This design comes from an exercise in tuning for small area on the open sky130 flow, not from production work.
At most, simulation tests tie the RTL to the original design; equivalence was not proved.

==> run B: inputs <==
==> flow/design.v <==
package core_pkg;
  localparam logic [5:0] OP_RTYPE = 6'b000000;
  localparam logic [5:0] OP_ADDI  = 6'b001000;
  localparam logic [5:0] OP_LW    = 6'b100011;
  localparam logic [5:0] OP_SW    = 6'b101011;
  localparam logic [5:0] OP_BEQ   = 6'b000100;
  localparam logic [5:0] OP_BNE   = 6'b000101;
  localparam logic [5:0] OP_J     = 6'b000010;
  localparam logic [5:0] FN_ADD   = 6'b100000;
  localparam logic [5:0] FN_SUB   = 6'b100010;
  localparam logic [5:0] FN_AND   = 6'b100100;
  localparam logic [5:0] FN_OR    = 6'b100101;
  localparam logic [5:0] FN_SLT   = 6'b101010;
  localparam logic [5:0] FN_SLL   = 6'b000000;
  localparam logic [5:0] FN_SRL   = 6'b000010;
  localparam logic [3:0] S_INIT   = 4'd0;    
  localparam logic [3:0] S_FETCH  = 4'd1;    
  localparam logic [3:0] S_WAIT   = 4'd2;    
  localparam logic [3:0] S_RDT    = 4'd3;    
  localparam logic [3:0] S_SHQ    = 4'd4;    
  localparam logic [3:0] S_EXEC   = 4'd5;    
  localparam logic [3:0] S_P2     = 4'd6;    
  localparam logic [3:0] S_MEM    = 4'd7;    
  localparam logic [3:0] S_WAITWB = 4'd8;    
  localparam logic [3:0] S_SWD    = 4'd9;    
  localparam logic [3:0] S_MEMW   = 4'd10;   
  localparam logic [3:0] S_HALT   = 4'd11;
endpackage
module core_alu (
  input  logic [3:0] a,
  input  logic [3:0] b,
  input  logic       cin,
  input  logic       sub,
  input  logic       lop,    
  input  logic       lor,    
  output logic [3:0] y,
  output logic       cout
);
  logic [3:0] bb, s;
  logic [4:0] c;
  assign bb = b ^ {4{sub}};
  assign c[0] = cin;
  for (genvar i = 0; i < 4; i++) begin : g_fa
    assign s[i]   = a[i] ^ bb[i] ^ c[i];
    assign c[i+1] = (a[i] & bb[i]) | (a[i] & c[i]) | (bb[i] & c[i]);
  end
  assign cout = c[4];
  assign y = !lop ? s : lor ? (a | b) : (a & b);
endmodule
module core_rf (
  input  logic       clk,
  input  logic       clr,      
  input  logic       wen,
  input  logic [4:0] wa,
  input  logic [3:0] wd,
  input  logic [4:0] ra,
  output logic [3:0] rq
);
  logic [991:0] rf;            
  logic [7:0] rhi;
  logic [3:0] rlo;
  always_comb begin
    for (int j = 0; j < 8; j++) rhi[j] = ra[4:2] == 3'(j);
    for (int k = 0; k < 4; k++) rlo[k] = ra[1:0] == 2'(k);
    rq = 4'b0000;
    for (int i = 1; i < 32; i++) rq = rq | (rf[32*(i-1) +: 4] & {4{rhi[i/4] & rlo[i%4]}});
  end
  logic [7:0] whi;
  logic [3:0] wlo;
  always_comb begin
    for (int j = 0; j < 8; j++) whi[j] = clr || (wen && wa[4:2] == 3'(j));
    for (int k = 0; k < 4; k++) wlo[k] = clr || wa[1:0] == 2'(k);
  end
  always_ff @(posedge clk)
    for (int i = 1; i < 32; i++)
      rf[32*(i-1) +: 32] <= {(whi[i/4] && wlo[i%4]) ? wd : rf[32*(i-1) +: 4], rf[32*(i-1) + 4 +: 28]};
endmodule
import core_pkg::*;
module multicycle_core #(
  parameter int                ADDR_W   = 32,
  parameter logic [ADDR_W-1:0] RESET_PC = '0
) (
  input  logic              clk,
  input  logic              rst,
  output logic              imem_req,
  output logic [ADDR_W-1:0] imem_addr,
  input  logic              imem_ready,
  input  logic [31:0]       imem_rdata,
  output logic              dmem_req,
  output logic              dmem_we,
  output logic [ADDR_W-1:0] dmem_addr,
  output logic [31:0]       dmem_wdata,
  input  logic              dmem_ready,
  input  logic [31:0]       dmem_rdata,
  output logic [ADDR_W-1:0] pc_out,
  output logic [31:0]       alu_result,
  output logic              retire,
  output logic              halted
);
  logic [3:0]   state, state_n;
  logic [2:0]   ph;
  logic [31:0]  ir, ar;
  logic [31:0]  pc;            
  logic [4:0]   srt;           
  logic [2:0]   prev;          
  logic         c, cp, ret_q;
  logic [5:0] op, fn;
  logic [4:0] rs, rt, rd, sh, dest, rsel;
  assign op = ir[31:26];
  assign fn = ir[5:0];
  assign rs = ir[25:21];
  assign rt = ir[20:16];
  assign rd = ir[15:11];
  assign sh = ir[10:6];
  logic is_r, is_mem, is_sw, is_addi, is_br, is_j, is_slt, is_sh, writes, need_rt;
  assign is_mem  = op[5];
  assign is_sw   = op[5] & op[3];
  assign is_addi = !op[5] & op[3];
  assign is_br   = !op[5] & op[2];
  assign is_j    = !op[5] & op[1];
  assign is_r    = !op[5] & !op[3] & !op[2] & !op[1];
  assign is_slt  = is_r & fn[3];
  assign is_sh   = is_r & !fn[5];
  assign writes  = is_r | is_addi | (is_mem & !is_sw);
  assign need_rt = is_r | is_br;
  assign dest    = is_r ? rd : rt;
  function automatic logic legal_f(input logic [31:0] w);
    logic [5:0] o, f;
    o = w[31:26];
    f = w[5:0];
    if (o == OP_RTYPE)
      legal_f = f == FN_ADD || f == FN_SUB || f == FN_AND || f == FN_OR || f == FN_SLT ||
                f == FN_SLL || f == FN_SRL;
    else
      legal_f = o == OP_ADDI || o == OP_LW || o == OP_SW || o == OP_BEQ || o == OP_BNE || o == OP_J;
  endfunction
  logic ph0, ph7;
  assign ph0 = ph == 3'd0;
  assign ph7 = ph == 3'd7;
  logic st_init, st_fetch, st_rdt, st_shq, st_exec, st_p2, st_mem, st_swd, st_memw;
  assign st_init  = state == S_INIT;
  assign st_fetch = state == S_FETCH;
  assign st_rdt   = state == S_RDT;
  assign st_shq   = state == S_SHQ;
  assign st_exec  = state == S_EXEC;
  assign st_p2    = state == S_P2;
  assign st_mem   = state == S_MEM;
  assign st_swd   = state == S_SWD;
  assign st_memw  = state == S_MEMW;
  logic [3:0]   rq;
  assign rsel = st_swd ? srt : st_rdt ? rt : rs;
  logic [3:0] irq, immq;
  assign irq  = ir[{ph, 2'b00} +: 4];
  assign immq = ph[2] ? {4{ir[15]}} : irq;
  logic [3:0] alu_y;
  logic       alu_c, sub, lt, eq, taken;
  assign sub = is_r & fn[5] & fn[1];
  core_alu u_alu (
    .a(rq), .b(is_r ? ar[3:0] : immq), .cin(ph0 ? sub : c), .sub(sub),
    .lop(is_r & fn[2]), .lor(fn[0]), .y(alu_y), .cout(alu_c)
  );
  assign lt    = (rq[3] ^ ar[3]) ? rq[3] : alu_y[3];
  assign eq    = c & (rq == ar[3:0]);
  assign taken = eq ^ op[0];
  logic [2:0] nrot;
  logic [1:0] rb;
  logic [4:0] m;
  logic       klt, keq;
  logic [6:0] win;
  logic [3:0] shq;
  assign rb   = fn[1] ? 2'd0 - sh[1:0] : sh[1:0];
  assign nrot = fn[1] ? sh[4:2] + 3'(sh[1:0] != 2'd0) : 3'd0 - sh[4:2];
  assign win  = {ar[3:0], ph0 ? ar[31:29] : prev};
  assign m   = fn[1] ? ~sh : sh;
  assign klt = ph < m[4:2];
  assign keq = ph == m[4:2];
  always_comb
    for (int b = 0; b < 4; b++)
      shq[b] = win[3'(b + 3) - 3'(rb)] &
               (fn[1] ? (klt || (keq && 2'(b) <= m[1:0])) : !(klt || (keq && 2'(b) < m[1:0])));
  logic [3:0] exres, p2res;
  assign exres = is_sh ? shq : alu_y;
  assign p2res = is_r ? {3'b000, c & ph0} : ar[3:0];
  logic       pc_shift, pcin, pc_c;
  logic [3:0] pc_s, pc_in;
  assign pc_shift = st_init || st_exec || (st_p2 && is_br);
  assign pcin = (st_exec & ph0) | (cp & !ph0);
  assign {pc_c, pc_s} = {1'b0, pc[3:0]} + {1'b0, st_p2 ? immq : 4'b0000} + {4'b0000, pcin};
  always_comb begin
    pc_in = pc_s;
    if (st_init) pc_in = 4'b0000;
    else if (st_exec && is_j) begin
      if (ph < 3'd6) pc_in = irq;
      else if (ph == 3'd6) pc_in[1:0] = irq[1:0];
    end
  end
  logic [3:0] first;
  logic       ld_done;
  assign imem_req   = st_fetch;
  assign imem_addr  = ADDR_W'({pc[29:0], 2'b00});
  assign dmem_req   = st_mem || st_memw;
  assign dmem_we    = st_memw;
  assign dmem_addr  = ADDR_W'(ar);
  assign dmem_wdata = ir;
  assign alu_result = ar;
  assign pc_out     = ADDR_W'({pc[29:0], 2'b00});
  assign halted     = state == S_HALT;
  assign ld_done    = st_mem && dmem_ready;
  assign retire     = ret_q || ld_done;    
  assign first      = need_rt ? S_RDT : S_EXEC;
  logic need_rt_in;
  assign need_rt_in = !imem_rdata[31] && !imem_rdata[29] && !imem_rdata[27];
  always_comb begin
    state_n = state;
    case (state)
      S_INIT:   if (ph7) state_n = S_FETCH;
      S_FETCH:  if (imem_ready) state_n = !legal_f(imem_rdata) ? S_HALT : !ph7 ? S_WAIT :
                                          need_rt_in ? S_RDT : S_EXEC;
      S_WAIT:   if (ph7) state_n = first;
      S_RDT:    if (ph7) state_n = is_sh ? S_SHQ : S_EXEC;
      S_SHQ:    if (ph7) state_n = S_EXEC;
      S_EXEC:   if (ph7) state_n = is_sw ? S_SWD : is_mem ? S_MEM :
                                   (is_slt || (is_br && taken)) ? S_P2 : S_FETCH;
      S_P2:     if (ph7) state_n = S_FETCH;
      S_MEM:    if (dmem_ready) state_n = ph7 ? S_P2 : S_WAITWB;
      S_WAITWB: if (ph7) state_n = S_P2;
      S_SWD:    if (ph7) state_n = S_MEMW;
      S_MEMW:   if (dmem_ready) state_n = S_FETCH;
      default:  ;
    endcase
  end
  always_ff @(posedge clk or negedge rst)
    if (!rst) begin
      state <= S_INIT;
      ph    <= 3'd0;
      ret_q <= 1'b0;
    end else begin
      state <= state_n;
      ph    <= ph + 3'd1;
      ret_q <= (st_exec && ph7 && !is_mem && !is_slt && !(is_br && taken))
            || (st_p2 && ph7 && !is_mem)
            || (st_memw && dmem_ready);
    end
  logic       wen;
  logic [3:0] wbits;
  assign wen   = (st_exec || st_p2) && writes && dest != 5'd0;
  assign wbits = st_init ? 4'b0000 : st_exec ? exres : p2res;
  core_rf u_rf (.clk(clk), .clr(st_init), .wen(wen), .wa(dest), .wd(wbits), .ra(rsel), .rq(rq));
  always_ff @(posedge clk) begin
    if (st_fetch) ir <= imem_rdata;
    else if (st_swd) ir <= {rq, ir[31:4]};
    if (st_exec) srt <= rt;
    if (pc_shift) begin
      pc <= {pc_in, pc[31:4]};
      cp <= pc_c;
    end
    if (st_exec) c <= is_br ? (ph0 | c) & (rq == ar[3:0]) : (ph7 & is_slt) ? lt : alu_c;
    prev <= ar[3:1];
    if (st_rdt) ar <= {rq, ar[31:4]};
    else if (st_exec) ar <= {exres, ar[31:4]};
    else if (st_p2) ar <= {p2res, ar[31:4]};
    else if (st_shq && ph < nrot) ar <= {ar[3:0], ar[31:4]};
    else if (ld_done) ar <= dmem_rdata;
  end
endmodule
==> flow/flow/run.sh <==
#!/bin/bash
# Standard ORFS layout, with the smallest buffer on the ports and a clock tree without dummy loads.
set -euo pipefail
export BUFFER_PORTS_ARGS="-buffer_cell sky130_fd_sc_hd__buf_1"
export CTS_ARGS="-sink_clustering_enable -repair_clock_nets -dont_use_dummy_load -buf_list {sky130_fd_sc_hd__clkbuf_8} -sink_clustering_size 22 -sink_clustering_max_diameter 60"
bash standard.sh > standard.log 2>&1
==> flow/standard.sh <==
#!/bin/bash
# synth_recipe.tcl (not shown) runs the flow's synth.tcl, then flattens the netlist and writes it again
# the make line also repeats each setting of config.mk as NAME=value (left out here)
make -C /OpenROAD-flow-scripts/flow DESIGN_CONFIG=/design/flow/config.mk WORK_HOME=/design/flow/orfs CLKGATE_MAP_FILE= SYNTH_SCRIPT=/design/flow/synth_recipe.tcl "${@:-finish}"
==> flow/config.mk <==
export PLATFORM = sky130hd
export DESIGN_NAME = multicycle_core
export DESIGN_NICKNAME = multicycle_core
export VERILOG_FILES = /design/flow/design.v
export SDC_FILE = /design/flow/constraint.sdc
export NUM_CORES = 4
export LEC_CHECK = 0
export ABC_AREA = 1
export CAP_MARGIN = 20
export CORE_MARGIN = 2
export CORE_UTILIZATION = 55
export PLACE_DENSITY = 0.65
export SLEW_MARGIN = 20
export SYNTH_HIERARCHICAL = 1
export SYNTH_MINIMUM_KEEP_SIZE = 0
==> flow/constraint.sdc <==
create_clock -name core_clock -period 10.0 [get_ports {clk}]
set_input_delay 2.0000 -clock core_clock [delete_from_list [all_inputs] [get_ports {clk}]]
set_output_delay 2.0000 -clock core_clock [all_outputs]
set_load 0.01 [all_outputs]
==> run C (differences from run B) <==
--- a/flow/design.v
+++ b/flow/design.v
@@ -47,34 +47,6 @@
   assign cout = c[4];
   assign y = !lop ? s : lor ? (a | b) : (a & b);
 endmodule
-module core_rf (
-  input  logic       clk,
-  input  logic       clr,      
-  input  logic       wen,
-  input  logic [4:0] wa,
-  input  logic [3:0] wd,
-  input  logic [4:0] ra,
-  output logic [3:0] rq
-);
-  logic [991:0] rf;            
-  logic [7:0] rhi;
-  logic [3:0] rlo;
-  always_comb begin
-    for (int j = 0; j < 8; j++) rhi[j] = ra[4:2] == 3'(j);
-    for (int k = 0; k < 4; k++) rlo[k] = ra[1:0] == 2'(k);
-    rq = 4'b0000;
-    for (int i = 1; i < 32; i++) rq = rq | (rf[32*(i-1) +: 4] & {4{rhi[i/4] & rlo[i%4]}});
-  end
-  logic [7:0] whi;
-  logic [3:0] wlo;
-  always_comb begin
-    for (int j = 0; j < 8; j++) whi[j] = clr || (wen && wa[4:2] == 3'(j));
-    for (int k = 0; k < 4; k++) wlo[k] = clr || wa[1:0] == 2'(k);
-  end
-  always_ff @(posedge clk)
-    for (int i = 1; i < 32; i++)
-      rf[32*(i-1) +: 32] <= {(whi[i/4] && wlo[i%4]) ? wd : rf[32*(i-1) +: 4], rf[32*(i-1) + 4 +: 28]};
-endmodule
 import core_pkg::*;
 module multicycle_core #(
   parameter int                ADDR_W   = 32,
@@ -104,6 +76,7 @@
   logic [4:0]   srt;           
   logic [2:0]   prev;          
   logic         c, cp, ret_q;
+  logic [991:0] rf;            
   logic [5:0] op, fn;
   logic [4:0] rs, rt, rd, sh, dest, rsel;
   assign op = ir[31:26];
@@ -147,8 +120,14 @@
   assign st_mem   = state == S_MEM;
   assign st_swd   = state == S_SWD;
   assign st_memw  = state == S_MEMW;
+  logic [127:0] taps;
   logic [3:0]   rq;
+  always_comb begin
+    taps[3:0] = 4'b0000;
+    for (int i = 1; i < 32; i++) taps[4*i +: 4] = rf[32*(i-1) +: 4];
+  end
   assign rsel = st_swd ? srt : st_rdt ? rt : rs;
+  assign rq   = taps[{rsel, 2'b00} +: 4];
   logic [3:0] irq, immq;
   assign irq  = ir[{ph, 2'b00} +: 4];
   assign immq = ph[2] ? {4{ir[15]}} : irq;
@@ -208,14 +187,11 @@
   assign ld_done    = st_mem && dmem_ready;
   assign retire     = ret_q || ld_done;    
   assign first      = need_rt ? S_RDT : S_EXEC;
-  logic need_rt_in;
-  assign need_rt_in = !imem_rdata[31] && !imem_rdata[29] && !imem_rdata[27];
   always_comb begin
     state_n = state;
     case (state)
       S_INIT:   if (ph7) state_n = S_FETCH;
-      S_FETCH:  if (imem_ready) state_n = !legal_f(imem_rdata) ? S_HALT : !ph7 ? S_WAIT :
-                                          need_rt_in ? S_RDT : S_EXEC;
+      S_FETCH:  if (imem_ready) state_n = !legal_f(imem_rdata) ? S_HALT : S_WAIT;
       S_WAIT:   if (ph7) state_n = first;
       S_RDT:    if (ph7) state_n = is_sh ? S_SHQ : S_EXEC;
       S_SHQ:    if (ph7) state_n = S_EXEC;
@@ -245,7 +221,12 @@
   logic [3:0] wbits;
   assign wen   = (st_exec || st_p2) && writes && dest != 5'd0;
   assign wbits = st_init ? 4'b0000 : st_exec ? exres : p2res;
-  core_rf u_rf (.clk(clk), .clr(st_init), .wen(wen), .wa(dest), .wd(wbits), .ra(rsel), .rq(rq));
+  logic [7:0] whi;
+  logic [3:0] wlo;
+  always_comb begin
+    for (int j = 0; j < 8; j++) whi[j] = st_init || (wen && dest[4:2] == 3'(j));
+    for (int k = 0; k < 4; k++) wlo[k] = st_init || dest[1:0] == 2'(k);
+  end
   always_ff @(posedge clk) begin
     if (st_fetch) ir <= imem_rdata;
     else if (st_swd) ir <= {rq, ir[31:4]};
@@ -261,5 +242,8 @@
     else if (st_p2) ar <= {p2res, ar[31:4]};
     else if (st_shq && ph < nrot) ar <= {ar[3:0], ar[31:4]};
     else if (ld_done) ar <= dmem_rdata;
+    for (int i = 1; i < 32; i++)
+      rf[32*(i-1) +: 32] <= {(whi[i/4] && wlo[i%4]) ? wbits : rf[32*(i-1) +: 4],
+                             rf[32*(i-1) + 4 +: 28]};
   end
 endmodule
==> flow/flow/run.sh (replaced) <==
#!/bin/bash
# Standard ORFS layout, with the smallest buffer on the ports and a clock tree without dummy loads.
set -euo pipefail
export BUFFER_PORTS_ARGS="-buffer_cell sky130_fd_sc_hd__buf_1"
export CTS_ARGS="-sink_clustering_enable -repair_clock_nets -dont_use_dummy_load -buf_list {sky130_fd_sc_hd__clkbuf_8} -sink_clustering_size 20 -sink_clustering_max_diameter 50"
bash standard.sh > standard.log 2>&1
--- a/flow/config.mk
+++ b/flow/config.mk
@@ -11,5 +11,3 @@
 export CORE_UTILIZATION = 55
 export PLACE_DENSITY = 0.65
 export SLEW_MARGIN = 20
-export SYNTH_HIERARCHICAL = 1
-export SYNTH_MINIMUM_KEEP_SIZE = 0
==> run G (differences from run B) <==
--- a/flow/design.v
+++ b/flow/design.v
@@ -24,6 +24,7 @@
   localparam logic [3:0] S_WAITWB = 4'd8;    
   localparam logic [3:0] S_SWD    = 4'd9;    
   localparam logic [3:0] S_MEMW   = 4'd10;   
+  localparam logic [3:0] S_LWB    = 4'd12;   
   localparam logic [3:0] S_HALT   = 4'd11;
 endpackage
 module core_alu (
@@ -137,7 +138,7 @@
   logic ph0, ph7;
   assign ph0 = ph == 3'd0;
   assign ph7 = ph == 3'd7;
-  logic st_init, st_fetch, st_rdt, st_shq, st_exec, st_p2, st_mem, st_swd, st_memw;
+  logic st_init, st_fetch, st_rdt, st_shq, st_exec, st_p2, st_mem, st_swd, st_memw, st_lwb;
   assign st_init  = state == S_INIT;
   assign st_fetch = state == S_FETCH;
   assign st_rdt   = state == S_RDT;
@@ -147,6 +148,7 @@
   assign st_mem   = state == S_MEM;
   assign st_swd   = state == S_SWD;
   assign st_memw  = state == S_MEMW;
+  assign st_lwb   = state == S_LWB;
   logic [3:0]   rq;
   assign rsel = st_swd ? srt : st_rdt ? rt : rs;
   logic [3:0] irq, immq;
@@ -180,7 +182,7 @@
                (fn[1] ? (klt || (keq && 2'(b) <= m[1:0])) : !(klt || (keq && 2'(b) < m[1:0])));
   logic [3:0] exres, p2res;
   assign exres = is_sh ? shq : alu_y;
-  assign p2res = is_r ? {3'b000, c & ph0} : ar[3:0];
+  assign p2res = {3'b000, c & ph0};
   logic       pc_shift, pcin, pc_c;
   logic [3:0] pc_s, pc_in;
   assign pc_shift = st_init || st_exec || (st_p2 && is_br);
@@ -195,7 +197,6 @@
     end
   end
   logic [3:0] first;
-  logic       ld_done;
   assign imem_req   = st_fetch;
   assign imem_addr  = ADDR_W'({pc[29:0], 2'b00});
   assign dmem_req   = st_mem || st_memw;
@@ -205,8 +206,7 @@
   assign alu_result = ar;
   assign pc_out     = ADDR_W'({pc[29:0], 2'b00});
   assign halted     = state == S_HALT;
-  assign ld_done    = st_mem && dmem_ready;
-  assign retire     = ret_q || ld_done;    
+  assign retire     = ret_q;
   assign first      = need_rt ? S_RDT : S_EXEC;
   logic need_rt_in;
   assign need_rt_in = !imem_rdata[31] && !imem_rdata[29] && !imem_rdata[27];
@@ -222,8 +222,9 @@
       S_EXEC:   if (ph7) state_n = is_sw ? S_SWD : is_mem ? S_MEM :
                                    (is_slt || (is_br && taken)) ? S_P2 : S_FETCH;
       S_P2:     if (ph7) state_n = S_FETCH;
-      S_MEM:    if (dmem_ready) state_n = ph7 ? S_P2 : S_WAITWB;
-      S_WAITWB: if (ph7) state_n = S_P2;
+      S_MEM:    if (dmem_ready) state_n = ph7 ? S_LWB : S_WAITWB;
+      S_WAITWB: if (ph7) state_n = S_LWB;
+      S_LWB:    if (ph7) state_n = S_FETCH;
       S_SWD:    if (ph7) state_n = S_MEMW;
       S_MEMW:   if (dmem_ready) state_n = S_FETCH;
       default:  ;
@@ -238,17 +239,21 @@
       state <= state_n;
       ph    <= ph + 3'd1;
       ret_q <= (st_exec && ph7 && !is_mem && !is_slt && !(is_br && taken))
-            || (st_p2 && ph7 && !is_mem)
-            || (st_memw && dmem_ready);
+            || (st_p2 && ph7)
+            || ((st_mem || st_memw) && dmem_ready);
     end
   logic       wen;
   logic [3:0] wbits;
-  assign wen   = (st_exec || st_p2) && writes && dest != 5'd0;
-  assign wbits = st_init ? 4'b0000 : st_exec ? exres : p2res;
-  core_rf u_rf (.clk(clk), .clr(st_init), .wen(wen), .wa(dest), .wd(wbits), .ra(rsel), .rq(rq));
+  logic [4:0] wa;
+  assign wa    = st_lwb ? srt : dest;
+  assign wen   = ((st_exec || st_p2) && writes && dest != 5'd0) || (st_lwb && srt != 5'd0);
+  assign wbits = st_init ? 4'b0000 : st_exec ? exres : st_lwb ? ir[3:0] : p2res;
+  core_rf u_rf (.clk(clk), .clr(st_init), .wen(wen), .wa(wa), .wd(wbits), .ra(rsel), .rq(rq));
   always_ff @(posedge clk) begin
     if (st_fetch) ir <= imem_rdata;
+    else if (st_mem) ir <= dmem_rdata;
     else if (st_swd) ir <= {rq, ir[31:4]};
+    else if (st_lwb) ir <= {ir[3:0], ir[31:4]};
     if (st_exec) srt <= rt;
     if (pc_shift) begin
       pc <= {pc_in, pc[31:4]};
@@ -260,6 +265,5 @@
     else if (st_exec) ar <= {exres, ar[31:4]};
     else if (st_p2) ar <= {p2res, ar[31:4]};
     else if (st_shq && ph < nrot) ar <= {ar[3:0], ar[31:4]};
-    else if (ld_done) ar <= dmem_rdata;
   end
 endmodule
==> flow/flow/run.sh (replaced) <==
#!/bin/bash
# Standard ORFS layout, with the smallest buffer on the ports and a clock tree without dummy loads.
set -euo pipefail
export BUFFER_PORTS_ARGS="-buffer_cell sky130_fd_sc_hd__buf_1"
export CTS_ARGS="-sink_clustering_enable -repair_clock_nets -dont_use_dummy_load -buf_list {sky130_fd_sc_hd__clkbuf_4 sky130_fd_sc_hd__clkbuf_8} -sink_clustering_size 20 -sink_clustering_max_diameter 70"
bash standard.sh > standard.log 2>&1
==> run M (differences from run B) <==
==> flow/flow/run.sh (replaced) <==
#!/bin/bash
# Standard ORFS layout, with the smallest buffer on the ports and a clock tree without dummy loads.
set -euo pipefail
export BUFFER_PORTS_ARGS="-buffer_cell sky130_fd_sc_hd__buf_1"
export CTS_ARGS="-sink_clustering_enable -repair_clock_nets -dont_use_dummy_load -buf_list {sky130_fd_sc_hd__clkbuf_8} -sink_clustering_size 20 -sink_clustering_max_diameter 70"
bash standard.sh > standard.log 2>&1
==> results_dict.tcl <==
set metrics [dict create \
    status "complete, no violations" \
    sh_seq_area_pct 72.8 \
    multi_input_area_um2 5410 \
    via_count 17100 \
    num-multi-input-gates 1170 \
    p_total_w 0.00632 \
    timing.rr.start "state[3]" \
    cp-endpoint "u_rf.rf[575]" \
    swShare_pct 19.3 \
    powerSeq_w 0.00446 \
    min_to "u_rf.rf[107]" \
    grt_pass1_wl_mm 94.8 \
    antenna_cells 3 \
]
Source of the figures above: run M

==> results_dict.tcl <==
set metrics [dict create \
    status "complete, no violations" \
    grt_pass1_wl_mm 93.0 \
    powerSeq_w 0.00549 \
    p_total_w 0.00948 \
    swShare_pct 33.6 \
    timing.rr.start "state[2]" \
    num-multi-input-gates 1132 \
    multi_input_area_um2 5370 \
    via_count 16700 \
    min_to "u_rf.rf[849]" \
    cp-endpoint "u_rf.rf[30]" \
    rr_worst_depth 27 \
]
Source of the figures above: run G

==> results_dict.tcl <==
set metrics [dict create \
    timing.rr.start "state[2]" \
    clkbuf_count 80 \
    swShare_pct 36.4 \
    multi_input_area_um2 6110 \
    synthAdderAreaFrac_pct 1.08 \
    p_total_w 0.0126 \
    status "complete, no violations" \
    via_count 18200 \
    powerSeq_w 0.00701 \
    num-multi-input-gates 1246 \
    cp-endpoint "rf[127]" \
    sh_seq_area_pct 70.4 \
    min_to "rf[971]" \
    antenna_cells 2 \
]
Source of the figures above: run C

==> results_dict.tcl <==
set metrics [dict create \
    status "complete, no violations" \
    antenna_cells 4 \
    dieArea_um2 56500 \
    multi_input_area_um2 5410 \
    clk_path_buf_depth 3 \
    multi_input_area_share_pct 17.0 \
    num-multi-input-gates 1170 \
    fin_nets 2795 \
    p_total_w 0.00628 \
    final_common_cell "dfxtp_1" \
    syn_avg_cell_area_um2 11.8 \
    min_to "u_rf.rf[107]" \
    via_count 17000 \
]
Source of the figures above: run B

Function not checked in run C: the RTL went through the layout flow alone.

## port drivers added, routing unchanged
No port has a modelled driver above. Below, the same layouts with a new extraction and two added sets of constraints.
Step 1 assumes that a clkbuf_16 drives the clock port and a buf_2 every other input.
Step 2, shift: input delay + t, output delay - t, t = (earliest + latest rising clock arrival at the registers) / 2. This alone moves slack from input paths to output paths.
Three values: ideal ports, drivers, drivers and shift; two values: the first two.
run	t, ns	slack for setup (ns)	worst hold slack (ns)	slew at the worst register clock pin (ns)	worst slew at a driven data input, ns
run B	0.681	4.075 / 4.075 / 4.075	0.280 / 0.280 / 0.280	0.12 / 0.12	0.06
run C	0.713	3.997 / 3.997 / 3.997	0.280 / 0.280 / 0.280	0.11 / 0.11	0.07
run G	0.696	3.179 / 3.179 / 3.179	0.274 / 0.274 / 0.274	0.11 / 0.11	0.06
run M	0.701	3.974 / 3.974 / 3.974	0.255 / 0.255 / 0.255	0.12 / 0.12	0.07
After both steps every run listed still meets setup and hold.
